What follows belongs to an exercise in optimizing a design on an open flow for small area, a short achievable clock period and few clock cycles per item; a production flow would make more cautious choices. The RTL was checked by simulation tests, not by an equivalence proof against the original design. No driver is modelled on the clock port, so clocking that relies on it looks cheaper here than on a real chip.

<file path="design/flow/design.v">
`timescale 1ns/1ps
module invSbox
(
    input  logic [7:0] inByte,
    input  logic [7:0] keyByte,
    output logic [7:0] outByte
);
    logic [3:0] ah, al, s, d, lam;
    logic [8:0] p, q, r, fdi;
    assign ah = inByte[7:4];
    assign al = inByte[3:0];
    assign s  = ah ^ al;
    assign p[0] = ah[3] & al[3];
    assign p[1] = ah[2] & al[2];
    assign p[2] = (ah[3] ^ ah[2]) & (al[3] ^ al[2]);
    assign p[3] = ah[1] & al[1];
    assign p[4] = ah[0] & al[0];
    assign p[5] = (ah[1] ^ ah[0]) & (al[1] ^ al[0]);
    assign p[6] = (ah[3] ^ ah[1]) & (al[3] ^ al[1]);
    assign p[7] = (ah[2] ^ ah[0]) & (al[2] ^ al[0]);
    assign p[8] = ((ah[3] ^ ah[2]) ^ (ah[1] ^ ah[0])) & ((al[3] ^ al[2]) ^ (al[1] ^ al[0]));
    logic x8, x9, x10, x11, x12, x13, x14, x15, x16;
    assign x8 = inByte[1] ^ inByte[2];
    assign x9 = inByte[4] ^ inByte[6];
    assign x10 = x8 ^ x9;
    assign x11 = inByte[3] ^ inByte[5];
    assign x12 = inByte[0] ^ x10;
    assign x13 = inByte[7] ^ x11;
    assign x14 = x10 ^ x13;
    assign x15 = inByte[2] ^ x11;
    assign x16 = inByte[3] ^ inByte[4];
    assign lam[0] = x12;
    assign lam[1] = x14;
    assign lam[2] = x15;
    assign lam[3] = x16;
    logic y13, y14, y15, y16, y17, y18, y19, y20, y21, y22, y23, y24, y25, y26;
    assign y13 = p[0] ^ p[4];
    assign y14 = p[4] ^ p[7];
    assign y15 = p[2] ^ p[3];
    assign y16 = lam[0] ^ y13;
    assign y17 = y15 ^ y16;
    assign y18 = p[1] ^ p[5];
    assign y19 = lam[1] ^ y13;
    assign y20 = y18 ^ y19;
    assign y21 = p[3] ^ p[6];
    assign y22 = lam[2] ^ y14;
    assign y23 = y21 ^ y22;
    assign y24 = p[5] ^ p[8];
    assign y25 = lam[3] ^ y14;
    assign y26 = y24 ^ y25;
    assign d[0] = y17;
    assign d[1] = y20;
    assign d[2] = y23;
    assign d[3] = y26;
    always_comb
    begin
        case (d)
            4'd0: fdi = 9'b000000000;
            4'd1: fdi = 9'b110110000;
            4'd2: fdi = 9'b011011000;
            4'd3: fdi = 9'b101101000;
            4'd4: fdi = 9'b000101101;
            4'd5: fdi = 9'b101000101;
            4'd6: fdi = 9'b110101011;
            4'd7: fdi = 9'b101110011;
            4'd8: fdi = 9'b000110110;
            4'd9: fdi = 9'b110011101;
            4'd10: fdi = 9'b110000110;
            4'd11: fdi = 9'b011110101;
            4'd12: fdi = 9'b000011011;
            4'd13: fdi = 9'b101011110;
            4'd14: fdi = 9'b011101110;
            4'd15: fdi = 9'b011000011;
            default: fdi = 9'b0;
        endcase
    end
    assign q[0] = ah[3] & fdi[0];
    assign r[0] = s[3] & fdi[0];
    assign q[1] = ah[2] & fdi[1];
    assign r[1] = s[2] & fdi[1];
    assign q[2] = (ah[3] ^ ah[2]) & fdi[2];
    assign r[2] = (s[3] ^ s[2]) & fdi[2];
    assign q[3] = ah[1] & fdi[3];
    assign r[3] = s[1] & fdi[3];
    assign q[4] = ah[0] & fdi[4];
    assign r[4] = s[0] & fdi[4];
    assign q[5] = (ah[1] ^ ah[0]) & fdi[5];
    assign r[5] = (s[1] ^ s[0]) & fdi[5];
    assign q[6] = (ah[3] ^ ah[1]) & fdi[6];
    assign r[6] = (s[3] ^ s[1]) & fdi[6];
    assign q[7] = (ah[2] ^ ah[0]) & fdi[7];
    assign r[7] = (s[2] ^ s[0]) & fdi[7];
    assign q[8] = ((ah[3] ^ ah[2]) ^ (ah[1] ^ ah[0])) & fdi[8];
    assign r[8] = ((s[3] ^ s[2]) ^ (s[1] ^ s[0])) & fdi[8];
    logic z26, z27, z28, z29, z30, z31, z32, z33, z34, z35, z36, z37, z38, z39, z40, z41, z42, z43, z44, z45, z46, z47, z48, z49, z50, z51, z52, z53, z54, z55, z56, z57, z58, z59, z60, z61, z62, z63, z64, z65, z66;
    assign z26 = r[0] ^ r[1];
    assign z27 = q[4] ^ q[5];
    assign z28 = r[3] ^ z27;
    assign z29 = r[8] ^ z26;
    assign z30 = q[7] ^ q[8];
    assign z31 = r[5] ^ z28;
    assign z32 = q[0] ^ q[2];
    assign z33 = r[4] ^ r[6];
    assign z34 = q[0] ^ q[1];
    assign z35 = q[3] ^ r[7];
    assign z36 = z29 ^ z32;
    assign z37 = r[1] ^ r[2];
    assign z38 = keyByte[0] ^ z30;
    assign z39 = z37 ^ z38;
    assign z40 = z31 ^ z39;
    assign z41 = q[6] ^ q[7];
    assign z42 = keyByte[1] ^ z32;
    assign z43 = z41 ^ z42;
    assign z44 = r[3] ^ keyByte[2];
    assign z45 = z33 ^ z44;
    assign z46 = z29 ^ z45;
    assign z47 = keyByte[3] ^ z33;
    assign z48 = z34 ^ z28;
    assign z49 = z29 ^ z47;
    assign z50 = z48 ^ z49;
    assign z51 = r[6] ^ r[7];
    assign z52 = keyByte[4] ^ z26;
    assign z53 = z34 ^ z51;
    assign z54 = z52 ^ z53;
    assign z55 = z31 ^ z54;
    assign z56 = q[5] ^ keyByte[5];
    assign z57 = z30 ^ z35;
    assign z58 = z56 ^ z57;
    assign z59 = z36 ^ z58;
    assign z60 = r[6] ^ r[8];
    assign z61 = keyByte[6] ^ z30;
    assign z62 = z60 ^ z61;
    assign z63 = z31 ^ z62;
    assign z64 = q[4] ^ keyByte[7];
    assign z65 = z35 ^ z64;
    assign z66 = z65 ^ z36;
    assign outByte[0] = z40;
    assign outByte[1] = z43;
    assign outByte[2] = z46;
    assign outByte[3] = z50;
    assign outByte[4] = z55;
    assign outByte[5] = z59;
    assign outByte[6] = z63;
    assign outByte[7] = z66;
endmodule
`timescale 1ns/1ps
module invMixColumns
(
    input  logic [31:0] inCol,
    input  logic        flip,
    output logic [31:0] outCol
);
    logic l33, l34, l35, l36, l37, l38, l39, l40, l41, l42, l43, l44, l45, l46, l47, l48, l49, l50, l51, l52, l53, l54, l55, l56, l57, l58, l59, l60, l61, l62, l63, l64, l65, l66, l67, l68, l69, l70, l71, l72, l73, l74, l75, l76, l77, l78, l79, l80, l81, l82, l83, l84, l85, l86, l87, l88, l89, l90, l91, l92, l93, l94, l95, l96, l97, l98, l99, l100, l101, l102, l103, l104, l105, l106, l107, l108, l109, l110, l111, l112, l113, l114, l115, l116, l117, l118, l119, l120, l121, l122, l123, l124, l125, l126, l127, l128, l129, l130, l131, l132, l133, l134, l135, l136, l137, l138, l139, l140, l141, l142, l143, l144, l145, l146, l147, l148, l149, l150, l151, l152, l153, l154, l155, l156, l157, l158, l159, l160, l161, l162, l163, l164, l165, l166, l167, l168, l169, l170, l171, l172, l173, l174, l175, l176, l177, l178, l179, l180, l181, l182, l183, l184, l185, l186, l187, l188, l189, l190, l191, l192, l193, l194, l195, l196, l197, l198, l199, l200, l201, l202, l203, l204, l205, l206, l207, l208, l209, l210, l211, l212, l213, l214, l215, l216, l217, l218, l219, l220, l221, l222, l223, l224, l225, l226, l227, l228, l229, l230, l231, l232, l233, l234, l235, l236, l237, l238, l239, l240, l241, l242, l243;
    assign l33 = inCol[15] ^ inCol[23];
    assign l34 = inCol[3] ^ inCol[7];
    assign l35 = inCol[27] ^ inCol[31];
    assign l36 = inCol[11] ^ inCol[19];
    assign l37 = inCol[12] ^ inCol[28];
    assign l38 = l34 ^ l36;
    assign l39 = inCol[4] ^ inCol[20];
    assign l40 = inCol[2] ^ l35;
    assign l41 = inCol[6] ^ flip;
    assign l42 = inCol[9] ^ inCol[24];
    assign l43 = inCol[1] ^ inCol[16];
    assign l44 = inCol[0] ^ inCol[17];
    assign l45 = inCol[14] ^ inCol[22];
    assign l46 = inCol[8] ^ inCol[25];
    assign l47 = inCol[18] ^ l33;
    assign l48 = l37 ^ l41;
    assign l49 = inCol[26] ^ l42;
    assign l50 = inCol[5] ^ inCol[30];
    assign l51 = inCol[10] ^ l46;
    assign l52 = l33 ^ l35;
    assign l53 = inCol[15] ^ l45;
    assign l54 = l40 ^ l44;
    assign l55 = inCol[23] ^ inCol[29];
    assign l56 = l38 ^ l52;
    assign l57 = inCol[11] ^ inCol[17];
    assign l58 = inCol[7] ^ inCol[31];
    assign l59 = inCol[13] ^ inCol[22];
    assign l60 = inCol[10] ^ l43;
    assign l61 = l39 ^ l41;
    assign l62 = l47 ^ l49;
    assign l63 = inCol[30] ^ l46;
    assign l64 = inCol[9] ^ inCol[19];
    assign l65 = inCol[13] ^ inCol[14];
    assign l66 = inCol[26] ^ l43;
    assign l67 = inCol[6] ^ inCol[15];
    assign l68 = inCol[21] ^ l39;
    assign l69 = inCol[1] ^ inCol[26];
    assign l70 = inCol[13] ^ l44;
    assign l71 = l38 ^ l60;
    assign l72 = inCol[4] ^ inCol[30];
    assign l73 = inCol[0] ^ inCol[16];
    assign l74 = l51 ^ l67;
    assign l75 = l42 ^ l61;
    assign l76 = inCol[14] ^ inCol[21];
    assign l77 = inCol[7] ^ inCol[28];
    assign l78 = inCol[23] ^ l48;
    assign l79 = l66 ^ l72;
    assign l80 = l34 ^ l64;
    assign l81 = inCol[12] ^ l34;
    assign l82 = inCol[29] ^ flip;
    assign l83 = l36 ^ l53;
    assign l84 = l45 ^ l78;
    assign l85 = l63 ^ l75;
    assign l86 = inCol[21] ^ inCol[30];
    assign l87 = inCol[3] ^ inCol[12];
    assign l88 = inCol[8] ^ inCol[24];
    assign l89 = inCol[19] ^ inCol[22];
    assign l90 = inCol[18] ^ inCol[28];
    assign l91 = inCol[7] ^ l33;
    assign l92 = inCol[10] ^ inCol[20];
    assign l93 = l34 ^ l57;
    assign l94 = l36 ^ l69;
    assign l95 = inCol[5] ^ l37;
    assign l96 = l39 ^ l82;
    assign l97 = inCol[20] ^ inCol[24];
    assign l98 = inCol[25] ^ inCol[30];
    assign l99 = l44 ^ l97;
    assign l100 = l98 ^ l99;
    assign l101 = l71 ^ l100;
    assign l102 = l84 ^ l101;
    assign l103 = inCol[18] ^ inCol[22];
    assign l104 = l55 ^ l64;
    assign l105 = l87 ^ l103;
    assign l106 = l40 ^ l66;
    assign l107 = l104 ^ l105;
    assign l108 = l106 ^ l107;
    assign l109 = inCol[31] ^ l33;
    assign l110 = l50 ^ l48;
    assign l111 = l68 ^ l109;
    assign l112 = l110 ^ l111;
    assign l113 = inCol[20] ^ inCol[28];
    assign l114 = inCol[31] ^ l55;
    assign l115 = l73 ^ l89;
    assign l116 = l113 ^ l49;
    assign l117 = l114 ^ l115;
    assign l118 = l116 ^ l117;
    assign l119 = l45 ^ l50;
    assign l120 = l96 ^ l119;
    assign l121 = l56 ^ l120;
    assign l122 = inCol[21] ^ inCol[27];
    assign l123 = l77 ^ l89;
    assign l124 = l122 ^ l47;
    assign l125 = l63 ^ l123;
    assign l126 = l124 ^ l125;
    assign l127 = l91 ^ l94;
    assign l128 = l54 ^ l127;
    assign l129 = inCol[17] ^ inCol[27];
    assign l130 = l65 ^ l129;
    assign l131 = l95 ^ l130;
    assign l132 = l62 ^ l71;
    assign l133 = l131 ^ l132;
    assign l134 = inCol[0] ^ inCol[1];
    assign l135 = l35 ^ l90;
    assign l136 = l134 ^ l135;
    assign l137 = l83 ^ l136;
    assign l138 = l85 ^ l137;
    assign l139 = l50 ^ l92;
    assign l140 = l40 ^ l49;
    assign l141 = l93 ^ l139;
    assign l142 = l140 ^ l141;
    assign l143 = l39 ^ l55;
    assign l144 = l58 ^ l65;
    assign l145 = l48 ^ l143;
    assign l146 = l144 ^ l145;
    assign l147 = inCol[4] ^ l50;
    assign l148 = l77 ^ l88;
    assign l149 = l147 ^ l148;
    assign l150 = l54 ^ l149;
    assign l151 = l50 ^ l59;
    assign l152 = l48 ^ l151;
    assign l153 = l56 ^ l152;
    assign l154 = inCol[3] ^ inCol[6];
    assign l155 = inCol[29] ^ l154;
    assign l156 = l52 ^ l155;
    assign l157 = l79 ^ l156;
    assign l158 = l33 ^ l40;
    assign l159 = l51 ^ l80;
    assign l160 = l158 ^ l159;
    assign l161 = inCol[3] ^ inCol[25];
    assign l162 = l36 ^ l59;
    assign l163 = l161 ^ l68;
    assign l164 = l162 ^ l54;
    assign l165 = l62 ^ l163;
    assign l166 = l164 ^ l165;
    assign l167 = inCol[8] ^ inCol[27];
    assign l168 = l44 ^ l167;
    assign l169 = l80 ^ l168;
    assign l170 = l79 ^ l169;
    assign l171 = l84 ^ l170;
    assign l172 = inCol[2] ^ inCol[10];
    assign l173 = inCol[25] ^ l67;
    assign l174 = l90 ^ l172;
    assign l175 = l38 ^ l70;
    assign l176 = l173 ^ l174;
    assign l177 = l175 ^ l176;
    assign l178 = flip ^ l58;
    assign l179 = l53 ^ l68;
    assign l180 = l95 ^ l178;
    assign l181 = l179 ^ l180;
    assign l182 = inCol[4] ^ inCol[13];
    assign l183 = l73 ^ l182;
    assign l184 = l81 ^ l183;
    assign l185 = l74 ^ l184;
    assign l186 = l65 ^ l86;
    assign l187 = l61 ^ l186;
    assign l188 = l56 ^ l187;
    assign l189 = inCol[2] ^ inCol[5];
    assign l190 = inCol[6] ^ inCol[11];
    assign l191 = inCol[14] ^ inCol[23];
    assign l192 = inCol[31] ^ l42;
    assign l193 = l189 ^ l190;
    assign l194 = l191 ^ l81;
    assign l195 = l192 ^ l193;
    assign l196 = l194 ^ l195;
    assign l197 = l35 ^ l47;
    assign l198 = l60 ^ l93;
    assign l199 = l197 ^ l198;
    assign l200 = l37 ^ l55;
    assign l201 = l69 ^ l86;
    assign l202 = l38 ^ l51;
    assign l203 = l200 ^ l201;
    assign l204 = l54 ^ l202;
    assign l205 = l203 ^ l204;
    assign l206 = inCol[16] ^ l57;
    assign l207 = l87 ^ l40;
    assign l208 = l53 ^ l206;
    assign l209 = l207 ^ l208;
    assign l210 = l85 ^ l209;
    assign l211 = inCol[4] ^ inCol[27];
    assign l212 = l76 ^ l211;
    assign l213 = l47 ^ l51;
    assign l214 = l94 ^ l212;
    assign l215 = l213 ^ l214;
    assign l216 = inCol[30] ^ l37;
    assign l217 = l59 ^ l91;
    assign l218 = l96 ^ l216;
    assign l219 = l217 ^ l218;
    assign l220 = inCol[11] ^ inCol[12];
    assign l221 = inCol[20] ^ l43;
    assign l222 = l76 ^ l88;
    assign l223 = l220 ^ l47;
    assign l224 = l221 ^ l222;
    assign l225 = l223 ^ l224;
    assign l226 = inCol[21] ^ inCol[29];
    assign l227 = l45 ^ l226;
    assign l228 = l48 ^ l227;
    assign l229 = l56 ^ l228;
    assign l230 = l58 ^ l92;
    assign l231 = l70 ^ l230;
    assign l232 = l83 ^ l231;
    assign l233 = inCol[25] ^ inCol[31];
    assign l234 = l233 ^ l38;
    assign l235 = l62 ^ l234;
    assign l236 = inCol[5] ^ inCol[9];
    assign l237 = inCol[18] ^ inCol[29];
    assign l238 = l39 ^ l43;
    assign l239 = l236 ^ l237;
    assign l240 = l38 ^ l40;
    assign l241 = l238 ^ l239;
    assign l242 = l74 ^ l240;
    assign l243 = l241 ^ l242;
    assign outCol[0] = l102;
    assign outCol[1] = ~(l108);
    assign outCol[2] = l112;
    assign outCol[3] = l118;
    assign outCol[4] = ~(l121);
    assign outCol[5] = ~(l126);
    assign outCol[6] = ~(l128);
    assign outCol[7] = l133;
    assign outCol[8] = l138;
    assign outCol[9] = ~(l142);
    assign outCol[10] = l146;
    assign outCol[11] = l150;
    assign outCol[12] = ~(l153);
    assign outCol[13] = ~(l157);
    assign outCol[14] = ~(l160);
    assign outCol[15] = l166;
    assign outCol[16] = l171;
    assign outCol[17] = ~(l177);
    assign outCol[18] = l181;
    assign outCol[19] = l185;
    assign outCol[20] = ~(l188);
    assign outCol[21] = ~(l196);
    assign outCol[22] = ~(l199);
    assign outCol[23] = l205;
    assign outCol[24] = l210;
    assign outCol[25] = ~(l215);
    assign outCol[26] = l219;
    assign outCol[27] = l225;
    assign outCol[28] = ~(l229);
    assign outCol[29] = ~(l232);
    assign outCol[30] = ~(l235);
    assign outCol[31] = l243;
endmodule
module mixColumns
(
    input  logic [31:0] inCol,
    output logic [31:0] outCol
);
    logic m33, m34, m35, m36, m37, m38, m39, m40, m41, m42, m43, m44, m45, m46, m47, m48, m49, m50, m51, m52, m53, m54, m55, m56, m57, m58, m59, m60, m61, m62, m63, m64, m65, m66, m67, m68, m69, m70, m71, m72, m73, m74, m75, m76, m77, m78, m79, m80, m81, m82, m83, m84, m85, m86, m87, m88, m89, m90, m91, m92, m93, m94, m95, m96, m97, m98, m99, m100, m101, m102, m103, m104, m105, m106, m107, m108, m109, m110, m111, m112, m113, m114, m115, m116, m117, m118, m119, m120, m121, m122, m123, m124, m125, m126, m127, m128, m129, m130, m131, m132, m133, m134, m135, m136, m137, m138;
    assign m33 = inCol[15] ^ inCol[23];
    assign m34 = inCol[7] ^ inCol[15];
    assign m35 = inCol[7] ^ inCol[31];
    assign m36 = inCol[3] ^ inCol[11];
    assign m37 = inCol[9] ^ inCol[17];
    assign m38 = inCol[6] ^ inCol[30];
    assign m39 = inCol[14] ^ inCol[22];
    assign m40 = inCol[5] ^ inCol[13];
    assign m41 = inCol[8] ^ inCol[16];
    assign m42 = inCol[23] ^ inCol[31];
    assign m43 = inCol[1] ^ inCol[18];
    assign m44 = inCol[0] ^ m34;
    assign m45 = inCol[4] ^ inCol[28];
    assign m46 = inCol[20] ^ m40;
    assign m47 = inCol[27] ^ m35;
    assign m48 = inCol[12] ^ inCol[29];
    assign m49 = inCol[11] ^ inCol[19];
    assign m50 = inCol[2] ^ inCol[10];
    assign m51 = inCol[29] ^ m39;
    assign m52 = inCol[1] ^ inCol[25];
    assign m53 = inCol[16] ^ inCol[24];
    assign m54 = inCol[19] ^ m42;
    assign m55 = inCol[0] ^ inCol[24];
    assign m56 = inCol[12] ^ inCol[20];
    assign m57 = inCol[13] ^ inCol[21];
    assign m58 = inCol[26] ^ m43;
    assign m59 = inCol[24] ^ m35;
    assign m60 = m41 ^ m59;
    assign m61 = inCol[25] ^ m35;
    assign m62 = m37 ^ m55;
    assign m63 = m61 ^ m62;
    assign m64 = inCol[10] ^ inCol[25];
    assign m65 = m64 ^ m58;
    assign m66 = inCol[2] ^ inCol[26];
    assign m67 = m49 ^ m66;
    assign m68 = m47 ^ m67;
    assign m69 = inCol[3] ^ inCol[28];
    assign m70 = m56 ^ m69;
    assign m71 = m47 ^ m70;
    assign m72 = inCol[29] ^ m45;
    assign m73 = m57 ^ m72;
    assign m74 = inCol[5] ^ inCol[30];
    assign m75 = m74 ^ m51;
    assign m76 = inCol[31] ^ m33;
    assign m77 = m38 ^ m76;
    assign m78 = m53 ^ m44;
    assign m79 = inCol[8] ^ inCol[17];
    assign m80 = m52 ^ m79;
    assign m81 = m44 ^ m80;
    assign m82 = inCol[2] ^ inCol[9];
    assign m83 = m82 ^ m58;
    assign m84 = inCol[3] ^ inCol[19];
    assign m85 = inCol[27] ^ m34;
    assign m86 = m50 ^ m84;
    assign m87 = m85 ^ m86;
    assign m88 = inCol[20] ^ m34;
    assign m89 = m36 ^ m45;
    assign m90 = m88 ^ m89;
    assign m91 = inCol[4] ^ inCol[5];
    assign m92 = inCol[21] ^ m48;
    assign m93 = m91 ^ m92;
    assign m94 = inCol[22] ^ m38;
    assign m95 = m40 ^ m94;
    assign m96 = inCol[6] ^ inCol[14];
    assign m97 = inCol[23] ^ m35;
    assign m98 = m96 ^ m97;
    assign m99 = inCol[8] ^ m33;
    assign m100 = m55 ^ m99;
    assign m101 = inCol[9] ^ m33;
    assign m102 = m41 ^ m52;
    assign m103 = m101 ^ m102;
    assign m104 = inCol[26] ^ m37;
    assign m105 = m50 ^ m104;
    assign m106 = inCol[10] ^ inCol[18];
    assign m107 = inCol[27] ^ m33;
    assign m108 = m36 ^ m106;
    assign m109 = m107 ^ m108;
    assign m110 = inCol[12] ^ m33;
    assign m111 = m45 ^ m49;
    assign m112 = m110 ^ m111;
    assign m113 = m48 ^ m46;
    assign m114 = inCol[14] ^ m38;
    assign m115 = m57 ^ m114;
    assign m116 = inCol[31] ^ m34;
    assign m117 = m39 ^ m116;
    assign m118 = inCol[0] ^ m41;
    assign m119 = m42 ^ m118;
    assign m120 = inCol[1] ^ m37;
    assign m121 = m42 ^ m53;
    assign m122 = m120 ^ m121;
    assign m123 = inCol[17] ^ inCol[18];
    assign m124 = inCol[25] ^ m50;
    assign m125 = m123 ^ m124;
    assign m126 = inCol[18] ^ inCol[26];
    assign m127 = m36 ^ m126;
    assign m128 = m54 ^ m127;
    assign m129 = inCol[4] ^ inCol[27];
    assign m130 = m56 ^ m129;
    assign m131 = m54 ^ m130;
    assign m132 = inCol[21] ^ inCol[28];
    assign m133 = m132 ^ m46;
    assign m134 = inCol[6] ^ inCol[21];
    assign m135 = m134 ^ m51;
    assign m136 = inCol[7] ^ inCol[22];
    assign m137 = inCol[30] ^ m33;
    assign m138 = m136 ^ m137;
    assign outCol[0] = m60;
    assign outCol[1] = m63;
    assign outCol[2] = m65;
    assign outCol[3] = m68;
    assign outCol[4] = m71;
    assign outCol[5] = m73;
    assign outCol[6] = m75;
    assign outCol[7] = m77;
    assign outCol[8] = m78;
    assign outCol[9] = m81;
    assign outCol[10] = m83;
    assign outCol[11] = m87;
    assign outCol[12] = m90;
    assign outCol[13] = m93;
    assign outCol[14] = m95;
    assign outCol[15] = m98;
    assign outCol[16] = m100;
    assign outCol[17] = m103;
    assign outCol[18] = m105;
    assign outCol[19] = m109;
    assign outCol[20] = m112;
    assign outCol[21] = m113;
    assign outCol[22] = m115;
    assign outCol[23] = m117;
    assign outCol[24] = m119;
    assign outCol[25] = m122;
    assign outCol[26] = m125;
    assign outCol[27] = m128;
    assign outCol[28] = m131;
    assign outCol[29] = m133;
    assign outCol[30] = m135;
    assign outCol[31] = m138;
endmodule
`timescale 1ns/1ps
module invRoundDatapath
(
    input  logic [128-1:0] roundState,
    input  logic [128-1:0] roundKey,
    input  logic  stateFlip,
    output logic [128-1:0] nextState
);
    logic [128-1:0] mixed;
    for (genvar c = 0; c < 4; c++)
    begin : genMixCol
        invMixColumns invMixColumns_i
        (
            .inCol  (roundState[127-32*c -: 32]),
            .flip   (stateFlip),
            .outCol (mixed[127-32*c -: 32])
        );
    end
    for (genvar c = 0; c < 4; c++)
    begin : genSboxCol
        for (genvar r = 0; r < 4; r++)
        begin : genSboxRow
            invSbox invSbox_i
            (
                .inByte  (mixed[127-32*((c+4-r)%4)-8*r -: 8]),
                .keyByte (roundKey[127-32*c-8*r -: 8]),
                .outByte (nextState[127-32*c-8*r -: 8])
            );
        end
    end
endmodule
`timescale 1ns/1ps
module roundKeyStore
(
    input  logic     clk,
    input  logic     busy,
    input  logic     busyN,
    input  logic [1408-1:0]   expandedKey,
    output logic [128-1:0]    roundKey
);
    logic [128-1:0] keySlot [0:10-1];
    function automatic logic [128-1:0] keyOf(input logic [1408-1:0] sched, input int r);
        keyOf = {sched[32*(4*r) +: 32], sched[32*(4*r+1) +: 32],
                 sched[32*(4*r+2) +: 32], sched[32*(4*r+3) +: 32]};
    endfunction
    always_ff @(posedge clk)
    begin
        for (int i = 0; i < 10-1; i++)
            keySlot[i] <= ~(({128{busyN}} | keySlot[i+1]) &
                            ({128{busy}} | keyOf(expandedKey, 10-1-i)));
        keySlot[10-1] <= keyOf(expandedKey, 0);
    end
    assign roundKey = keySlot[0];
endmodule
`timescale 1ns/1ps
module aesDecryptCtrl
(
    input  logic     clk,
    input  logic     rstN,
    input  logic     inValid,
    input  logic [128-1:0]    cipherText,
    input  logic [128-1:0]    whitenKey,
    input  logic [128-1:0]    nextState,
    output logic     busy,
    output logic     busyN,
    output logic [128-1:0]    roundState,
    output logic     stateFlip,
    output logic     outValid
);
    logic [3:0] roundsLeft;
    logic       finalRound;
    logic [128-1:0] whitened;
    logic [128-1:0] whitenedMixed;
    assign finalRound = (roundsLeft == 4'd0);
    assign stateFlip  = roundsLeft[0];
    always_ff @(posedge clk)
    begin
        if (!rstN)
        begin
            busy     <= 1'b0;
            busyN    <= 1'b1;
            outValid <= 1'b0;
        end
        else
        begin
            outValid <= busy && finalRound;
            if (!busy)
            begin
                busy  <= inValid;
                busyN <= !inValid;
            end
            else if (finalRound)
            begin
                busy  <= 1'b0;
                busyN <= 1'b1;
            end
        end
    end
    always_ff @(posedge clk)
    begin
        if (!busy)
            roundsLeft <= 4'(10 - 1);
        else
            roundsLeft <= roundsLeft - 4'd1;
    end
    assign whitened = cipherText ^ whitenKey;
    for (genvar c = 0; c < 4; c++)
    begin : genWhitenCol
        mixColumns mixColumns_i
        (
            .inCol  (whitened[127-32*c -: 32]),
            .outCol (whitenedMixed[127-32*c -: 32])
        );
    end
    always_ff @(posedge clk)
        roundState <= ~(({128{busyN}} | nextState) &
                        ({128{busy}} | whitenedMixed));
endmodule
`timescale 1ns/1ps
module aesDecryptTop
(
    input  logic   clk,
    input  logic   rstN,
    input  logic   inValid,
    input  logic [128-1:0]  cipherText,
    input  logic [1408-1:0] expandedKey,
    output logic   outValid,
    output logic [128-1:0]  plainText
);
    logic     busy;
    logic     busyN;
    logic     stateFlip;
    logic [128-1:0]    roundKey;
    logic [128-1:0]    roundState;
    logic [128-1:0]    nextState;
    aesDecryptCtrl aesDecryptCtrl_i
    (
        .clk        (clk),
        .rstN       (rstN),
        .inValid    (inValid),
        .cipherText (cipherText),
        .whitenKey  ({expandedKey[32*40 +: 32], expandedKey[32*41 +: 32],
                      expandedKey[32*42 +: 32], expandedKey[32*43 +: 32]}),
        .nextState  (nextState),
        .busy       (busy),
        .busyN      (busyN),
        .roundState (roundState),
        .stateFlip  (stateFlip),
        .outValid   (outValid)
    );
    roundKeyStore roundKeyStore_i
    (
        .clk         (clk),
        .busy        (busy),
        .busyN       (busyN),
        .expandedKey (expandedKey),
        .roundKey    (roundKey)
    );
    invRoundDatapath invRoundDatapath_i
    (
        .roundState (roundState),
        .roundKey   (roundKey),
        .stateFlip  (stateFlip),
        .nextState  (nextState)
    );
    assign plainText = roundState;
endmodule
</file>
<file path="design/flow/flow/run.sh">
#!/bin/bash
# The standard layout (standard.sh), with:
#  - synthesis by synth_recipe.tcl, but ABC mapping with an area-oriented script
#    (abc -script replaced; flip-flops are mapped before ABC, so unchanged);
#  - buf_1 port buffers, pins one track apart;
#  - timing repair aiming below the 21 ns period (SETUP_SLACK_MARGIN);
#  - a clock tree of clkbuf_16 without dummy loads;
#  - the state flip-flops and output buffers one size up before the clock
#    tree (flow/pre_cts.tcl);
#  - if the routed layout has antenna violations, placement and routing are
#    redone once or twice with a slightly different placement density.
# Each run of standard.sh logs to standard_flow_N.log; ORFS keeps each step's
# log under orfs/logs/.
set -uo pipefail
W=$PWD
MARGIN="15.3"
CTSBUF="sky130_fd_sc_hd__clkbuf_16"
CTSEXTRA="-sink_clustering_size 20 -sink_clustering_max_diameter 100"
DENSITY="0.60"
EXTRA=""
cp flow/map.abc $W/map.abc
cat > $W/my_synth.tcl <<EOT
proc abc {args} {
  set i [lsearch -exact \$args -script]
  if {\$i >= 0} { lset args [expr {\$i+1}] $W/map.abc }
  yosys abc {*}\$args
}
source $W/synth_recipe.tcl
EOT
run_flow() {
  bash standard.sh \
    SYNTH_SCRIPT=$W/my_synth.tcl \
    BUFFER_PORTS_ARGS="-buffer_cell sky130_fd_sc_hd__buf_1" \
    PLACE_PINS_ARGS="-min_distance 1 -min_distance_in_tracks" \
    SETUP_SLACK_MARGIN=$MARGIN \
    PRE_CTS_TCL=$W/flow/pre_cts.tcl \
    CTS_ARGS="-sink_clustering_enable -repair_clock_nets -dont_use_dummy_load -buf_list {$CTSBUF} $CTSEXTRA" \
    $EXTRA "$@"
}
antennas() {
  local odb=$W/orfs/results/sky130hd/aesDecryptTop/base/6_final.odb
  [[ -f $odb ]] || { echo 1; return; }
  printf 'read_db %s\nputs "ANTENNAS [check_antennas]"\n' "$odb" > $W/antennas.tcl
  openroad -no_init -exit $W/antennas.tcl > $W/antennas_check.log 2>&1
  grep -o 'ANTENNAS [0-9]*' $W/antennas_check.log | awk '{print $2}' | tail -1
}
run_flow PLACE_DENSITY=$DENSITY finish > standard_flow_0.log 2>&1
for try in 1 2; do
  n=$(antennas)
  echo "antenna check after try $((try-1)): ${n:-unknown}" >> flow_retries.log
  [[ "$n" == "0" ]] && break
  bash standard.sh clean_place clean_cts clean_route clean_finish > standard_clean_$try.log 2>&1
  d=$(python3 -c "print(f'{$DENSITY + 0.01*$try:.2f}')")
  run_flow PLACE_DENSITY=$d finish > standard_flow_$try.log 2>&1
done
</file>
<file path="design/flow/flow/map.abc">
&get -n; &st; &dch; &nf -R 20; &put
</file>
<file path="design/flow/flow/pre_cts.tcl">
# the state register drives the plainText outputs: give its flip-flops and
# the output port buffers one size up before the clock tree is built.
set n 0
foreach inst [[ord::get_db_block] getInsts] {
  set nm [$inst getName]
  set m [[$inst getMaster] getName]
  if {[string match "*roundState*" $nm] && $m eq "sky130_fd_sc_hd__dfxtp_1"} {
    replace_cell [get_cells $nm] sky130_fd_sc_hd__dfxtp_2
    incr n
  }
}
puts "resized $n state flip-flops"
set n 0
foreach bt [[ord::get_db_block] getBTerms] {
  if {![string match "plainText*" [$bt getName]]} { continue }
  foreach it [[$bt getNet] getITerms] {
    set inst [$it getInst]
    if {[[$inst getMaster] getName] eq "sky130_fd_sc_hd__buf_1"} {
      replace_cell [get_cells [$inst getName]] sky130_fd_sc_hd__buf_2
      incr n
    }
  }
}
puts "resized $n output buffers"
</file>
<file path="design/flow/standard.sh">
#!/bin/bash
# synth_recipe.tcl (not shown) runs the flow's synth.tcl, then flattens the netlist and writes it again
# the make line also repeats each setting of config.mk as NAME=value (left out here)
make -C /OpenROAD-flow-scripts/flow DESIGN_CONFIG=/design/flow/config.mk WORK_HOME=/design/flow/orfs CLKGATE_MAP_FILE= SYNTH_SCRIPT=/design/flow/synth_recipe.tcl "${@:-finish}"
</file>
<file path="design/flow/config.mk">
export PLATFORM = sky130hd
export DESIGN_NAME = aesDecryptTop
export DESIGN_NICKNAME = aesDecryptTop
export VERILOG_FILES = /design/flow/design.v
export SDC_FILE = /design/flow/constraint.sdc
export NUM_CORES = 8
export LEC_CHECK = 0
export CAP_MARGIN = 20
export CORE_AREA = 4 4 376 376
export DIE_AREA = 0 0 380 380
export SLEW_MARGIN = 20
</file>
<file path="design/flow/constraint.sdc">
create_clock -name core_clock -period 21.0 [get_ports {clk}]
set_input_delay 4.2000 -clock core_clock [delete_from_list [all_inputs] [get_ports {clk}]]
set_output_delay 4.2000 -clock core_clock [all_outputs]
set_load 0.01 [all_outputs]
</file>
==> results.json, run 1 <==
{
  "synthArstFlopShare_pct": 0,
  "fin_util_pct": 59.8,
  "critPathTopFamily": "flip-flops",
  "crit_fanout": 7,
  "finalSetupViolCount": 0,
  "grt_max_degree": 238,
  "layout_commonest_cell": "xnor2_1",
  "fmax_mhz": 176,
  "rr_endpoint": "aesDecryptCtrl_i.roundState[3]",
  "drc": 0,
  "synth_top_flop_cell": "dfxtp_1",
  "grt_util_all_layers_pct": 30.9,
  "r2r_cells": 20,
  "status": "complete, no violations",
  "critical_path_buf_inv_count": 1,
  "crit_start": "aesDecryptCtrl_i.roundState[20]",
  "hold_viol_final": 0,
  "routed_via_density": 5.36,
  "wl_per_cell_um": 23.0,
  "grt_pass1_wl_um": 343000,
  "tritoncts": "done",
  "fp.dieW_um": 380,
  "dpl_cell_area_mm2": 0.0757,
  "worstSetupStartpointType": "flop",
  "grt_pass1_vias": 54800,
  "yosysTopAreaCellShare_pct": 42.3,
  "die_area_mm2": 0.144,
  "slew_violations": 0,
  "r2r_setup_slack_ps": 15390,
  "synthDistinctLibCells": 53,
  "syn-cell-area_mm2": 0.0669,
  "hp-class": "reg2reg",
  "hold_slack_ps": 382,
  "tns_ps": 0,
  "cp.arrival_ps": 1490,
  "r2r-start": "aesDecryptCtrl_i.roundState[97]",
  "drv_cap": 0,
  "dr.pass1.iters": 5,
  "drive_gt1_share_pct": 9.72,
  "critPathKind": "reg2out",
  "endpoint": "plainText[20]",
  "wl_um": 237000,
  "fin_crit_sh_pct": 27.1,
  "yosys_register_bits": 1415,
  "syn_to_final_growth_pct": 23.0,
  "worst_path_max_delay_cell": "dfxtp_2",
  "rsz0062_at_grt": "true",
  "crit_required_ps": 16800,
  "hpwl_um": 186000,
  "slew-limit-headroom_pct": 26.1,
  "core_mm2": 0.137,
  "max_stage_delay_ps": 530,
  "synth-edff-count": 0,
  "vias": 55200,
  "path_cells": "buf_2",
  "yosys.area.top_type": "dfxtp_1",
  "place_congestion": 0.978,
  "finalCriticalPeriod_ps": 5690,
  "fin_area_mm2": 0.0823,
  "crit_cells": 1,
  "ant_nets": 0,
  "cts_sinks": 1415,
  "cts-buffers-inserted": 84,
  "syn_inst": 6516,
  "clk_latency_ps": 710,
  "skew_ps": 86.4,
  "overflow": 0,
  "die_h_um": 380,
  "seq_area_frac_synth_pct": 42.3,
  "io_buffers": 1667,
  "ys_top_cells_by_area": "dfxtp_1 42%, xnor2_1 24%, o22ai_1 12%, xor2_1 9.3%, ha_1 2.2%",
  "initial_core_util_pct": 48.7,
  "synthesis.nets": 8170,
  "ios": 1668,
  "final_nets": 10100,
  "final_cell_mix": "1646 x xnor2_1, 1538 x buf_1, 1284 x o22ai_1, 1284 x dfxtp_1, 628 x xor2_1",
  "antenna_found_initial": 119,
  "drt_first_iter_violations": 3437,
  "clkTransAtPathRegs_ps": 80,
  "rows": 136,
  "synth-warning-count": 4,
  "max_slew.worst_pin.slew_ps": 1110,
  "syn_avg_cell_area_um2": 10.3,
  "endpoint_kind": "primary output"
}
[sequential cells by signal, summed over array words and instances (netlist names)]
| signal | count |
|---|---|
| aesDecryptCtrl_i.busyN | 1 |
| aesDecryptCtrl_i.roundState | 128 |
| aesDecryptCtrl_i.roundsLeft | 4 |
| aesDecryptCtrl_i.busy | 1 |
| roundKeyStore_i.keySlot | 1280 |
| aesDecryptCtrl_i.outValid | 1 |
[metal layers]
| metal | wire length [um] | part of all wire (%) | vias up | GRT usage, % |
|---|---|---|---|---|
| met2 | 110000 | 46 | 2082 | 49.9 |
| met4 | 15100 | 6.4 | 50 | 18.9 |
| met5 | 327 | 0.14 | - | 0.0661 |
| li1 | - | - | 26600 | - |
| met3 | 18200 | 7.6 | 668 | 9.22 |
| met1 | 93700 | 39 | 25900 | 36.3 |
[logic make-up after synthesis]
group | share of synthesized area (%)
XOR/XNOR | 35.8
buffers and inverters | 0.454
AND/OR/NAND/NOR | 4.56
AO/OA/AOI/OAI | 14.4
flip-flops | 42.3
adder cells (fa/ha/maj) | 2.15
multiplexers | 0.320
[synth_stat cells (17+ instances only)]
| master | instances |
|---|---|
| nand2_1 | 252 |
| nor2b_1 | 40 |
| nor2_1 | 289 |
| xnor2_1 | 1868 |
| or2_0 | 17 |
| o21ai_0 | 77 |
| xnor3_1 | 54 |
| and2_0 | 20 |
| nand2b_1 | 56 |
| clkinv_1 | 81 |
| a21oi_1 | 77 |
| xor2_1 | 711 |
| dfxtp_1 | 1415 |
| o22ai_1 | 1284 |
| ha_1 | 115 |
[final cells by class]
| class | count | area [um2] |
|---|---|---|
| fill | 12300 | 55200 |
| clock buffer | 84 | 2100 |
| multi-input combinational | 5020 | 41300 |
| inverter | 81 | 308 |
| sequential | 1415 | 28500 |
| antenna | 102 | 255 |
| timing repair buffer | 1809 | 7600 |
| tap | 1794 | 2240 |
[what timing repair did]
| action | CTS | global route |
|---|---|---|
| cloned | 0 | 0 |
| pin swaps | 7 | 53 |
| resized for setup | 201 | 191 |
| hold buffers | 0 | 0 |
| buffers inserted | 5 | 105 |
| setup endpoints to repair | 135 | 120 |
[metrics by stage]
step                      instances  setup slack [ps]
final                         10300             15310
after global routing          10300             15140
after CTS                     10100             15190
after detailed placement      10000             14130
after global placement        10000             14130
after floorplan                6516             12910
[worst min-delay path by stage]
stage / depth (start not counted) / to / start / slack, ps
floorplan: 1 / roundKeyStore_i.keySlot[0][0] / roundKeyStore_i.keySlot[1][0] / 400
global placement: 1 / roundKeyStore_i.keySlot[8][109] / roundKeyStore_i.keySlot[9][109] / 400
detailed placement: 1 / roundKeyStore_i.keySlot[8][15] / roundKeyStore_i.keySlot[9][15] / 400
CTS: 1 / roundKeyStore_i.keySlot[8][91] / roundKeyStore_i.keySlot[9][91] / 370
global route: 1 / roundKeyStore_i.keySlot[8][91] / roundKeyStore_i.keySlot[9][91] / 390
finish: 1 / roundKeyStore_i.keySlot[7][4] / roundKeyStore_i.keySlot[8][4] / 380
Testbench counts, summed over its fixed seeds: cycles 5,640, items 512.
==> run 2: changes to the inputs <==
--- a/design/flow/flow/run.sh
+++ b/design/flow/flow/run.sh
@@ -16,7 +16,7 @@
 MARGIN="15.3"
 CTSBUF="sky130_fd_sc_hd__clkbuf_16"
 CTSEXTRA="-sink_clustering_size 20 -sink_clustering_max_diameter 100"
-DENSITY="0.60"
+DENSITY="0.50"
 EXTRA=""
 cp flow/map.abc $W/map.abc
 cat > $W/my_synth.tcl <<EOT
==> run 2 against run 1 <==
  * Still clean on timing, DRC and antenna
  * Hold slack worse by 11 ps
  * Final area is 0.30% lower
  * Synthesized cell count unchanged
  * Core utilization decreased by 0.18 points
  * Critical path depth did not move
  * Non-clock buffer count rose by 1
  * Register-to-register slack improved by 30 ps
  * Count of clock-buffer cells in the layout grew 1
  * Cell count shrank 0.19%
  * Via count fell by 0.79%
  * Synthesized area unchanged
  * Critical path type unchanged
  * Critical endpoint is now plainText[127]
==> results.json, run 2 <==
{
  "syn_to_final_growth_pct": 22.6,
  "dr.pass1.iters": 6,
  "die_h_um": 380,
  "crit_required_ps": 16800,
  "wl_um": 227000,
  "rows": 136,
  "status": "complete, no violations",
  "drive_gt1_share_pct": 9.62,
  "grt_max_degree": 208,
  "syn_inst": 6516,
  "top_register": "roundKeyStore_i.keySlot",
  "rsz0062_at_grt": "true",
  "netlist_top_cells_count": "1868 x xnor2_1, 1415 x dfxtp_1, 1284 x o22ai_1",
  "core_mm2": 0.137,
  "initial_core_util_pct": 48.7,
  "synth_most_common_cell": "xnor2_1",
  "seq_area_frac_synth_pct": 42.3,
  "yosys.area.top_type": "dfxtp_1",
  "cts_sinks": 1415,
  "antenna_found_initial": 93,
  "synth_top_flop_cell": "dfxtp_1",
  "crit_fanout": 8,
  "synth-edff-count": 0,
  "fin_cells": 10300,
  "hp-class": "reg2reg",
  "die_area_mm2": 0.144,
  "grt_util_all_layers_pct": 29.5,
  "largest_reg_flops": 1280,
  "cp.arrival_ps": 1510,
  "overflow": 0,
  "worstSetupStartpointType": "flop",
  "fp.dieW_um": 380,
  "final_cell_mix": "1656 x xnor2_1, 1539 x buf_1, 1284 x dfxtp_1",
  "routed_via_density": 5.33,
  "reg.largest.list": "roundKeyStore_i.keySlot x1280, aesDecryptCtrl_i.roundState x128, aesDecryptCtrl_i.roundsLeft x4",
  "holdPathStages": 1,
  "synth-warning-count": 4,
  "final_nets": 10100,
  "critPathTopFamily": "flip-flops",
  "clkTransAtPathRegs_ps": 80,
  "cts-buffers-inserted": 85,
  "worst_path_max_delay_cell": "dfxtp_2",
  "syn_avg_cell_area_um2": 10.3,
  "r2r_setup_slack_ps": 15420,
  "fmax_mhz": 175,
  "synthDistinctLibCells": 53,
  "drv_cap": 0,
  "r2r_cells": 19,
  "max_stage_delay_ps": 520,
  "ys_top_cells_by_area": "dfxtp_1 42%, xnor2_1 24%, o22ai_1 12%, xor2_1 9.3%, ha_1 2.2%",
  "place_congestion": 0.964,
  "clk_latency_ps": 730,
  "hold_viol_final": 0,
  "slew-limit-headroom_pct": 12.7,
  "ant_nets": 0,
  "max_slew.worst_pin.slew_ps": 1310,
  "layout_commonest_cell": "xnor2_1",
  "drc": 0,
  "yosysTopAreaCellShare_pct": 42.3,
  "synthArstFlopShare_pct": 0,
  "drt_first_iter_violations": 3396,
  "tritoncts": "done",
  "dp.cells": 10000,
  "grt_pass1_wl_um": 331000,
  "skew_ps": 92.1,
  "critical_path_buf_inv_count": 1,
  "vias": 54800,
  "hold_end": "roundKeyStore_i.keySlot[4][100]",
  "fin_crit_sh_pct": 27.2,
  "hold_buffers": 0,
  "endpoint_kind": "primary output",
  "min_from": "roundKeyStore_i.keySlot[5][100]",
  "tns_ps": 0,
  "grt_pass1_vias": 54500,
  "yosys_register_bits": 1415,
  "finalCriticalPeriod_ps": 5710,
  "syn-cell-area_mm2": 0.0669,
  "hpwl_um": 177000,
  "synthesis.nets": 8170,
  "wl_per_cell_um": 22.1,
  "slew_violations": 0,
  "io_buffers": 1667,
  "r2r-start": "aesDecryptCtrl_i.roundState[30]",
  "critPathKind": "reg2out",
  "rr_endpoint": "aesDecryptCtrl_i.roundState[28]",
  "finalSetupViolCount": 0,
  "path_cells": "buf_2",
  "ios": 1668
}
-- run 2: cell counts after synthesis --
Identical to the previous run, type by type.
-- run 2: worst register-to-register path, cell delays in order, from the launching register on --
cell and delay, ps:
dfxtp_2 540, xnor3_1 570, xnor2_2 300, xnor2_2 190, buf_4 180, xnor2_2 310, clkinv_1 130, ha_1 240
xnor2_1 520, xnor2_1 280, xor2_2 470, o21ai_0 190, a21oi_1 150, a21oi_1 70, and2_0 200, xor2_1 180
xnor2_1 360, xor2_2 320, xnor2_1 160, o22ai_1 90
-- run 2: layer usage --
metal  global-route usage [%]  vias to the layer above  part of all wire [%]
met3                     7.76                      538                   7.6
met1                     36.3                    25700                    41
met5                        0                        -                  0.10
met4                     14.1                       40                   5.1
li1                         -                    26500                     -
met2                     48.1                     1922                    47
-- run 2: cell type report --
class	instances	area (um2)
Fill cell	12500	55500
Multi-Input combinational cell	5020	41100
Sequential cell	1415	28500
Timing Repair Buffer	1810	7530
Tap cell	1794	2240
Clock buffer	85	2130
Inverter	81	308
Antenna cell	80	200
-- run 2: cell families (layout without fill, tap and decap cells) --
logic type	Yosys count	in the layout	share of synthesized area, %
XOR/XNOR	2639	2639	35.8
AO/OA/AOI/OAI	1542	1542	14.4
flip-flops	1415	1415	42.3
AND/OR/NAND/NOR	707	707	4.56
adder cells (fa/ha/maj)	115	115	2.15
buffers and inverters	81	1976	0.454
multiplexers	17	17	0.320
other	0	80	0
-- run 2: worst max-delay path by stage --
stage,startpoint,to,slack (ps),depth (start not counted)
after floorplan,aesDecryptCtrl_i.busyN,aesDecryptCtrl_i.roundState[13],12910,2
final,aesDecryptCtrl_i.roundState[127],plainText[127],15290,1
after global placement,aesDecryptCtrl_i.roundState[127],aesDecryptCtrl_i.roundState[43],14000,19
after global routing,aesDecryptCtrl_i.roundsLeft[0],aesDecryptCtrl_i.roundState[107],15100,21
after detailed placement,aesDecryptCtrl_i.roundState[127],aesDecryptCtrl_i.roundState[43],13960,19
after CTS,aesDecryptCtrl_i.roundState[55],aesDecryptCtrl_i.roundState[108],15150,19
-- run 2: per-stage QoR --
stage,hold WS (ps),instance area (um2),utilization [%],setup WS (ps)
after detailed placement,405,75800,55.1,13960
after CTS,363,79800,58.0,15150
final,371,82000,59.7,15290
after floorplan,399,66900,-,12910
after global routing,382,82000,59.6,15100
after global placement,399,75800,55.1,14000
-- run 2: what timing repair did --
item | 4_1_cts | 5_1_grt
setup buffers | 9 | 91
pin swaps | 12 | 54
endpoints found under the setup margin | 128 | 122
resized for setup | 195 | 179
==> run 3: changes to the inputs <==
--- a/design/flow/flow/run.sh
+++ b/design/flow/flow/run.sh
@@ -16,8 +16,8 @@
 MARGIN="15.3"
 CTSBUF="sky130_fd_sc_hd__clkbuf_16"
 CTSEXTRA="-sink_clustering_size 20 -sink_clustering_max_diameter 100"
-DENSITY="0.50"
-EXTRA=""
+DENSITY="0.60"
+EXTRA="GPL_ROUTABILITY_DRIVEN=0"
 cp flow/map.abc $W/map.abc
 cat > $W/my_synth.tcl <<EOT
 proc abc {args} {
==> run 3 against run 2 <==
  * Highest routed layer unchanged
  * Count of clock-buffer cells in the layout is 1 lower
  * Global-route usage grew 0.77 points
  * Flip-flop and latch count unchanged
  * Critical endpoint is now plainText[78]
  * Critical path depth unchanged
==> results.json, run 3 <==
{
  "grt_pass1_wl_um": 337000,
  "drive_gt1_share_pct": 9.81,
  "slew_violations": 0,
  "endpoint_kind": "primary output",
  "clkTransAtPathRegs_ps": 90,
  "rows": 136,
  "fp.dieW_um": 380,
  "fin_area_mm2": 0.0821,
  "wl_per_cell_um": 22.6,
  "synthDistinctLibCells": 53,
  "r2r_setup_slack_ps": 15440,
  "worst_path_max_delay_cell": "dfxtp_2",
  "routed_via_density": 5.38,
  "ant_nets": 0,
  "layout_commonest_cell": "xnor2_1",
  "io_buffers": 1667,
  "r2r-start": "aesDecryptCtrl_i.roundState[51]",
  "cts-buffers-inserted": 84,
  "hp-class": "reg2reg",
  "skew_ps": 82.4,
  "crit_start": "aesDecryptCtrl_i.roundState[78]",
  "die_h_um": 380,
  "finalSetupViolCount": 0,
  "hold_buffers": 0,
  "status": "complete, no violations",
  "wl_um": 233000,
  "syn-cell-area_mm2": 0.0669,
  "seq_area_frac_synth_pct": 42.3,
  "synth_most_common_cell": "xnor2_1",
  "fmax_mhz": 176,
  "ys_top_cells_by_area": "dfxtp_1 42%, xnor2_1 24%, o22ai_1 12%, xor2_1 9.3%, ha_1 2.2%",
  "max_stage_delay_ps": 530,
  "crit_fanout": 6,
  "synth-warning-count": 4,
  "finalCriticalPeriod_ps": 5670,
  "tns_ps": 0,
  "yosys_register_bits": 1415,
  "antenna_found_initial": 129,
  "synthesis.nets": 8170,
  "path_cells": "buf_2",
  "slew-limit-headroom_pct": 23.3,
  "synthArstFlopShare_pct": 0,
  "drc": 0,
  "grt_util_all_layers_pct": 30.2,
  "critical_path_buf_inv_count": 1,
  "yosysTopAreaCellShare_pct": 42.3,
  "synth_top_flop_cell": "dfxtp_1",
  "initial_core_util_pct": 48.7,
  "syn_avg_cell_area_um2": 10.3,
  "rsz0062_at_grt": "true",
  "grt_max_degree": 235,
  "cts_sinks": 1415,
  "core_mm2": 0.137,
  "crit_required_ps": 16800,
  "top_register": "roundKeyStore_i.keySlot",
  "hold_viol_final": 0,
  "die_area_mm2": 0.144,
  "min_from": "roundKeyStore_i.keySlot[6][126]",
  "final_nets": 10100,
  "dpl_cell_area_mm2": 0.0757,
  "reg.largest.list": "roundKeyStore_i.keySlot x1280, aesDecryptCtrl_i.roundState x128, aesDecryptCtrl_i.roundsLeft x4",
  "netlist_top_cells_count": "1868 x xnor2_1, 1415 x dfxtp_1, 1284 x o22ai_1",
  "clk_latency_ps": 730,
  "cp.arrival_ps": 1470,
  "largest_reg_flops": 1280,
  "drt_first_iter_violations": 3628,
  "hold_slack_ps": 401,
  "overflow": 0,
  "hpwl_um": 180000,
  "grt_pass1_vias": 55100,
  "worstSetupStartpointType": "flop",
  "drv_cap": 0,
  "critPathKind": "reg2out",
  "yosys.area.top_type": "dfxtp_1",
  "synth-edff-count": 0,
  "final_cell_mix": "1644 x xnor2_1, 1539 x buf_1, 1284 x o22ai_1, 1284 x dfxtp_1, 628 x xor2_1",
  "critPathTopFamily": "flip-flops",
  "syn_inst": 6516,
  "tritoncts": "done",
  "syn_to_final_growth_pct": 22.7,
  "ios": 1668,
  "vias": 55500,
  "fin_crit_sh_pct": 27.0,
  "dr.pass1.iters": 5,
  "max_slew.worst_pin.slew_ps": 1150
}
==> run 3: layer usage <==
layer	vias up	wire (um)	track usage [%]	share of wire (%)
met5	-	360	0.0661	0.15
met4	56	17200	20.1	7.4
met3	730	19500	9.25	8.3
met2	2199	107000	48.2	46
met1	25900	89600	35.2	38
li1	26600	-	-	-
==> run 3: per-stage QoR <==
step | util (%) | instances | setup WS [ps]
6_report | 59.7 | 10300 | 15330
5_1_grt | 59.7 | 10300 | 15230
4_1_cts | 57.9 | 10100 | 15250
3_5_place_dp | 55.1 | 10000 | 14020
3_3_place_gp | 55.0 | 10000 | 14180
2_1_floorplan | - | 6516 | 12910
==> run 3: area by class of cell <==
type,count,area [um2]
Clock buffer,84,2100
Antenna cell,106,265
Fill cell,12200,55400
Timing Repair Buffer,1811,7590
Tap cell,1794,2240
Sequential cell,1415,28500
Inverter,81,308
Multi-Input combinational cell,5020,41100
==> run 3: worst paths after layout <==
check / cells past startpoint / endpoint
setup / recovery: 1 / plainText[78]
hold / removal: 1 / roundKeyStore_i.keySlot[5][126]
setup reg to reg: 18 / aesDecryptCtrl_i.roundState[17]
hold reg to reg: 1 / roundKeyStore_i.keySlot[5][126]
==> run 3: cell families (layout without fill, tap and decap cells) <==
kind of cell	after synthesis	after routing	share of synthesized area [%]
adders and majority gates	115	115	2.15
AOI/OAI and AO/OA	1542	1542	14.4
muxes	17	17	0.320
xor gates and xnor gates	2639	2639	35.8
other	0	106	0
DFF	1415	1415	42.3
buffers and inverters	81	1976	0.454
and+or+nand+nor	707	707	4.56
==> run 3: timing repair <==
item / 4_1_cts / 5_1_grt
gates resized for setup: 186 / 201
cloned: 0 / 0
setup buffers: 8 / 107
endpoints found under the setup margin: 219 / 210
pin swaps: 7 / 57
==> run 4: changes to the inputs <==
--- a/design/flow/flow/run.sh
+++ b/design/flow/flow/run.sh
@@ -16,7 +16,7 @@
 MARGIN="15.3"
 CTSBUF="sky130_fd_sc_hd__clkbuf_16"
 CTSEXTRA="-sink_clustering_size 20 -sink_clustering_max_diameter 100"
-DENSITY="0.60"
+DENSITY="0.50"
 EXTRA="GPL_ROUTABILITY_DRIVEN=0"
 cp flow/map.abc $W/map.abc
 cat > $W/my_synth.tcl <<EOT
==> run 4 against run 3 <==
  * Still clean on timing, DRC and antenna
  * Hold slack got worse by 36 ps
  * Non-clock buffer count fell by 8
  * Count of clock-buffer cells in the layout fell by 1
  * Synthesized area did not move
  * Critical path depth did not move
  * Via count fell by 1.2%
  * Setup slack improved by 2.9 ps
  * Sequential share of layout area barely moved
  * Routed wire length fell by 3.6%
  * Synthesized cell count did not move
  * Final area rose by 0.11%
  * Critical endpoint is now plainText[111]
  * Highest routed layer unchanged
==> results.json, run 4 <==
{
  "syn_to_final_growth_pct": 22.8,
  "grt_pass1_wl_um": 327000,
  "synthDistinctLibCells": 53,
  "grt_util_all_layers_pct": 29.1,
  "critPathKind": "reg2out",
  "reg.largest.list": "roundKeyStore_i.keySlot x1280, aesDecryptCtrl_i.roundState x128, aesDecryptCtrl_i.roundsLeft x4",
  "r2r_setup_slack_ps": 15520,
  "yosys_register_bits": 1415,
  "status": "complete, no violations",
  "wl_per_cell_um": 21.8,
  "layout_commonest_cell": "xnor2_1",
  "crit_required_ps": 16800,
  "synth-edff-count": 0,
  "syn_avg_cell_area_um2": 10.3,
  "rows": 136,
  "dp.cells": 10000,
  "cts_sinks": 1415,
  "rsz0062_at_grt": "true",
  "n_fill_cell": 12300,
  "synth_most_common_cell": "xnor2_1",
  "overflow": 0,
  "initial_core_util_pct": 48.7,
  "fin_ws_ps": 15340,
  "synth-warning-count": 4,
  "endpoint_kind": "primary output",
  "cp.arrival_ps": 1460,
  "drt_first_iter_violations": 3642,
  "clkTransAtPathRegs_ps": 80,
  "regArea_mm2": 0.0285,
  "grt_pass1_vias": 54300,
  "skew_ps": 87.8,
  "worst_path_max_delay_cell": "dfxtp_2",
  "synthesis.nets": 8170,
  "synth_top_flop_cell": "dfxtp_1",
  "dr.pass1.iters": 7,
  "ios": 1668,
  "tns_ps": 0,
  "hp-class": "reg2reg",
  "fin_area_mm2": 0.0822,
  "hpwl_um": 175000,
  "fmax_mhz": 177,
  "place_ws_ps": 14050,
  "max_stage_delay_ps": 500,
  "tritoncts": "done",
  "crit_fanout": 5,
  "vias": 54800,
  "ant_nets": 0,
  "critical_path_buf_inv_count": 1,
  "largest_reg_flops": 1280,
  "slew_violations": 0,
  "hold_viol_final": 0,
  "cts-buffers-inserted": 83,
  "final_nets": 10100,
  "io_buffers": 1667,
  "die_area_mm2": 0.144,
  "synthArstFlopShare_pct": 0,
  "drive_gt1_share_pct": 9.76,
  "grt_max_degree": 247,
  "top_register": "roundKeyStore_i.keySlot",
  "ys_top_cells_by_area": "dfxtp_1 42%, xnor2_1 24%, o22ai_1 12%, xor2_1 9.3%, ha_1 2.2%",
  "fp.dieW_um": 380,
  "slew-limit-headroom_pct": 19.6,
  "multiInputGateArea_mm2": 0.0413,
  "syn-cell-area_mm2": 0.0669,
  "fin_util_pct": 59.8,
  "drv_cap": 0,
  "finalCriticalPeriod_ps": 5660,
  "dpl_cell_area_mm2": 0.0757,
  "netlist_top_cells_count": "1868 x xnor2_1, 1415 x dfxtp_1, 1284 x o22ai_1",
  "die_h_um": 380,
  "finalSetupViolCount": 0,
  "wl_um": 225000,
  "fin_crit_sh_pct": 27.0,
  "fin_cells": 10300,
  "max_slew.worst_pin.slew_ps": 1210,
  "yosys.area.top_type": "dfxtp_1",
  "core_mm2": 0.137,
  "antenna_found_initial": 130,
  "drc": 0,
  "critPathTopFamily": "flip-flops",
  "yosysTopAreaCellShare_pct": 42.3,
  "seq_area_frac_synth_pct": 42.3,
  "final_cell_mix": "1642 x xnor2_1, 1539 x buf_1, 1284 x o22ai_1, 1284 x dfxtp_1, 623 x xor2_1",
  "worstSetupStartpointType": "flop",
  "routed_via_density": 5.32,
  "clk_latency_ps": 720,
  "syn_inst": 6516,
  "path_cells": "buf_2"
}
[run 4: worst paths after layout]
path,start,to,cells after the start
setup reg to reg,aesDecryptCtrl_i.roundState[114],aesDecryptCtrl_i.roundState[120],19
setup / recovery,aesDecryptCtrl_i.roundState[111],plainText[111],1
hold reg to reg,roundKeyStore_i.keySlot[1][4],roundKeyStore_i.keySlot[0][4],1
hold / removal,roundKeyStore_i.keySlot[1][4],roundKeyStore_i.keySlot[0][4],1
[run 4: logic make-up after synthesis]
family | count (synthesis) | synth area share [%]
AOI/OAI and AO/OA | 1542 | 14.4
muxes | 17 | 0.320
xor gates and xnor gates | 2639 | 35.8
and+or+nand+nor | 707 | 4.56
adders and majority gates | 115 | 2.15
DFF | 1415 | 42.3
buffers and inverters | 81 | 0.454
[run 4: layout make-up]
cell class | count | area share, %
Sequential cell | 1415 | 34.7
Tap cell | 1794 | 2.73
Clock buffer | 83 | 2.53
Antenna cell | 96 | 0.292
Inverter | 81 | 0.375
Timing Repair Buffer | 1803 | 9.17
Multi-Input combinational cell | 5020 | 50.2
[run 4: metrics by stage]
stage / hold WS [ps]
after floorplan: 399
after global placement: 400
after detailed placement: 405
after CTS: 364
after global routing: 368
final: 366
[run 4: per-layer routing]
| layer | share of wire (%) | track usage, % | vias to the layer above |
|---|---|---|---|
| met5 | 0.17 | 0 | - |
| met4 | 5.7 | 15.5 | 62 |
| met3 | 8.5 | 8.81 | 585 |
| met2 | 46 | 46.3 | 2105 |
| met1 | 40 | 35.6 | 25500 |
| li1 | - | - | 26500 |
[run 4: what timing repair did]
| item | in CTS | in global routing |
|---|---|---|
| buffers inserted | 8 | 99 |
| gates cloned | 0 | 0 |
| endpoints found under the setup margin | 128 | 122 |
| gates resized for setup | 174 | 220 |
| hold buffers | 0 | 0 |
| pin swaps | 8 | 62 |
| hold endpoints to repair | 0 | 0 |
==> run 5: changes to the inputs <==
==> design/flow/flow/map.abc (replaced) <==
&get -n; &st; &dch; &nf -R 5; &put
==> run 5 against run 4 <==
  * Highest routed layer unchanged
  * First-iteration DRC count grew 6.9%
  * Global-route usage up 1.4 points
  * Register-to-register slack got worse by 80 ps
  * Fmax hardly changed
  * Hold slack better by 17 ps
  * Critical path depth unchanged
  * Synthesized cell count decreased by 2.2%
  * Non-clock buffer count shrank 34
==> results.json, run 5 <==
{
  "grt_max_degree": 237,
  "vias": 55600,
  "clkTransAtPathRegs_ps": 80,
  "hold_buffers": 0,
  "synth-warning-count": 4,
  "seq_area_frac_synth_pct": 40.4,
  "antenna_found_initial": 147,
  "dr.pass1.iters": 7,
  "n_fill_cell": 11900,
  "max_stage_delay_ps": 510,
  "fp.dieW_um": 380,
  "finalSetupViolCount": 0,
  "syn-cell-area_mm2": 0.0701,
  "yosys_register_bits": 1415,
  "endpoint_kind": "primary output",
  "synth_most_common_cell": "xnor2_1",
  "status": "complete, no violations",
  "drc": 0,
  "drive_gt1_share_pct": 9.09,
  "top_register": "roundKeyStore_i.keySlot",
  "core_mm2": 0.137,
  "critPathTopFamily": "flip-flops",
  "synthDistinctLibCells": 59,
  "drt_first_iter_violations": 3892,
  "ios": 1668,
  "slew_violations": 0,
  "cts_sinks": 1415,
  "layout_commonest_cell": "buf_1",
  "cp.arrival_ps": 1470,
  "worst_path_max_delay_cell": "dfxtp_2",
  "cts-buffers-inserted": 84,
  "fin_area_mm2": 0.0846,
  "skew_ps": 92.3,
  "synthArstFlopShare_pct": 0,
  "fmax_mhz": 177,
  "netlist_top_cells_count": "1578 x xnor2_1, 1415 x dfxtp_1, 1284 x o22ai_1",
  "initial_core_util_pct": 51.0,
  "yosysTopAreaCellShare_pct": 40.4,
  "worstSetupStartpointType": "flop",
  "multiInputGateArea_mm2": 0.0439,
  "fin_ws_ps": 15330,
  "routed_via_density": 5.50,
  "grt_util_all_layers_pct": 30.5,
  "tns_ps": 0,
  "crit_fanout": 6,
  "critPathKind": "reg2out",
  "yosys.area.top_type": "dfxtp_1",
  "synth_top_flop_cell": "dfxtp_1",
  "die_area_mm2": 0.144,
  "hpwl_um": 183000,
  "synth-edff-count": 0,
  "syn_avg_cell_area_um2": 11.0,
  "finalCriticalPeriod_ps": 5670,
  "die_h_um": 380,
  "critical_path_buf_inv_count": 1,
  "syn_to_final_growth_pct": 20.7,
  "rsz0062_at_grt": "true",
  "hold_viol_final": 0,
  "fin_crit_sh_pct": 27.0,
  "place_ws_ps": 13980,
  "wl_per_cell_um": 23.2,
  "regArea_mm2": 0.0285
}
-- run 5: changes by cell type after synthesis, moves of 11 or more --
| cell | change |
|---|---|
| xor2_1 | -117 |
| xnor2_1 | -290 |
| xnor3_1 | +225 |
| clkinv_1 | +16 |
| nor2_1 | -82 |
| o211ai_1 | +16 |
| a221oi_1 | +12 |
| and2_0 | +11 |
| xor3_1 | +27 |
| mux2_1 | +25 |
| mux2i_1 | +67 |
| nand2_1 | -83 |
| o221ai_1 | +22 |
-- run 5: cells by family (layout without fill, tap and decap cells) --
family,Yosys count,in the layout,synth area share [%]
XOR/XNOR,2484,2484,37.2
AO/OA/AOI/OAI,1597,1597,14.5
flip-flops,1415,1415,40.4
AND/OR/NAND/NOR,557,557,3.63
adder cells (fa/ha/maj),115,115,2.05
multiplexers,109,109,1.66
buffers and inverters,97,1950,0.519
other,0,91,0
-- run 5: final timing paths --
check,start,to,slack [ps],cells after the start
worst min register to register,roundKeyStore_i.keySlot[3][111],roundKeyStore_i.keySlot[2][111],380,1
worst max-delay path,aesDecryptCtrl_i.roundState[92],plainText[92],15330,1
worst min-delay path,roundKeyStore_i.keySlot[3][111],roundKeyStore_i.keySlot[2][111],380,1
worst max register to register,aesDecryptCtrl_i.roundState[62],aesDecryptCtrl_i.roundState[65],15440,15
-- run 5: cell type report --
type / instances / area share (%)
clock buffers: 84 / 2.48
diodes: 91 / 0.269
inverters: 97 / 0.432
well taps: 1794 / 2.65
flip-flops and latches: 1415 / 33.7
repair buffers: 1769 / 8.57
multi-input cells: 4862 / 51.9
-- run 5: worst register-to-register path, stage by stage, from the launching register on --
cell and delay [ps]:
dfxtp_2 520, xor2_2 420, xnor2_1 150, xnor2_1 460, xnor3_1 460, xor3_1 480
xnor3_1 350, xnor3_2 490, ha_1 380, nand2_1 70, a21oi_1 280, nand3b_1 220
xor2_1 310, xor2_1 130, xnor2_1 480, o22ai_1 160
-- run 5: layer usage --
metal / track usage (%) / share of wire, % / vias up
met2: 48.4 / 46 / 2175
met5: 0 / 0.27 / -
li1: - / - / 26500
met4: 15.4 / 5.4 / 102
met1: 37.2 / 40 / 26200
met3: 10.3 / 9.0 / 604
-- run 5: repair_timing --
action / 4_1_cts / 5_1_grt
pin swaps: 17 / 33
setup buffers: 17 / 53
setup endpoints to repair: 131 / 114
resized for setup: 185 / 192
-- run 5: metrics by stage --
step                hold WS [ps]  cells  util, %
global route                 390  10100     61.5
global placement             400   9867     57.4
CTS                          371   9968     60.2
floorplan                    399   6374        -
detailed placement           405   9867     57.4
finish                       383  10100     61.5

-- afterwards: timing with drivers on the ports --
The flow's constraints put no driver on any port. The routed layouts listed below were extracted and timed again, unchanged, in two steps.
Step 1: set_driving_cell puts a clkbuf_16 on clk and a buf_2 on each other input, an assumption about the parent block.
Step 2 times the ports against the registers' clock, not the clock port: input delays grow and output delays shrink by t, the midpoint of the rising clock arrivals with the driver on.
Three values: ideal, step 1, step 2; two values: the first two.
run | shift t [ns] | setup WS [ns] | worst setup path at the end
run 1 | 0.759 | 15.314 / 15.227 / 14.692 | input to register
run 2 | 0.768 | 15.291 / 15.207 / 14.660 | input to register
run 3 | 0.777 | 15.334 / 15.245 / 14.708 | input to register
run 4 | 0.756 | 15.336 / 15.256 / 14.653 | input to register
run 5 | 0.777 | 15.335 / 15.245 / 14.679 | input to register
After both steps setup and hold are still met in every run listed. For run 4, which loses most, drivers alone change the setup slack by -0.080 ns; drivers and shift together by -0.683 ns.
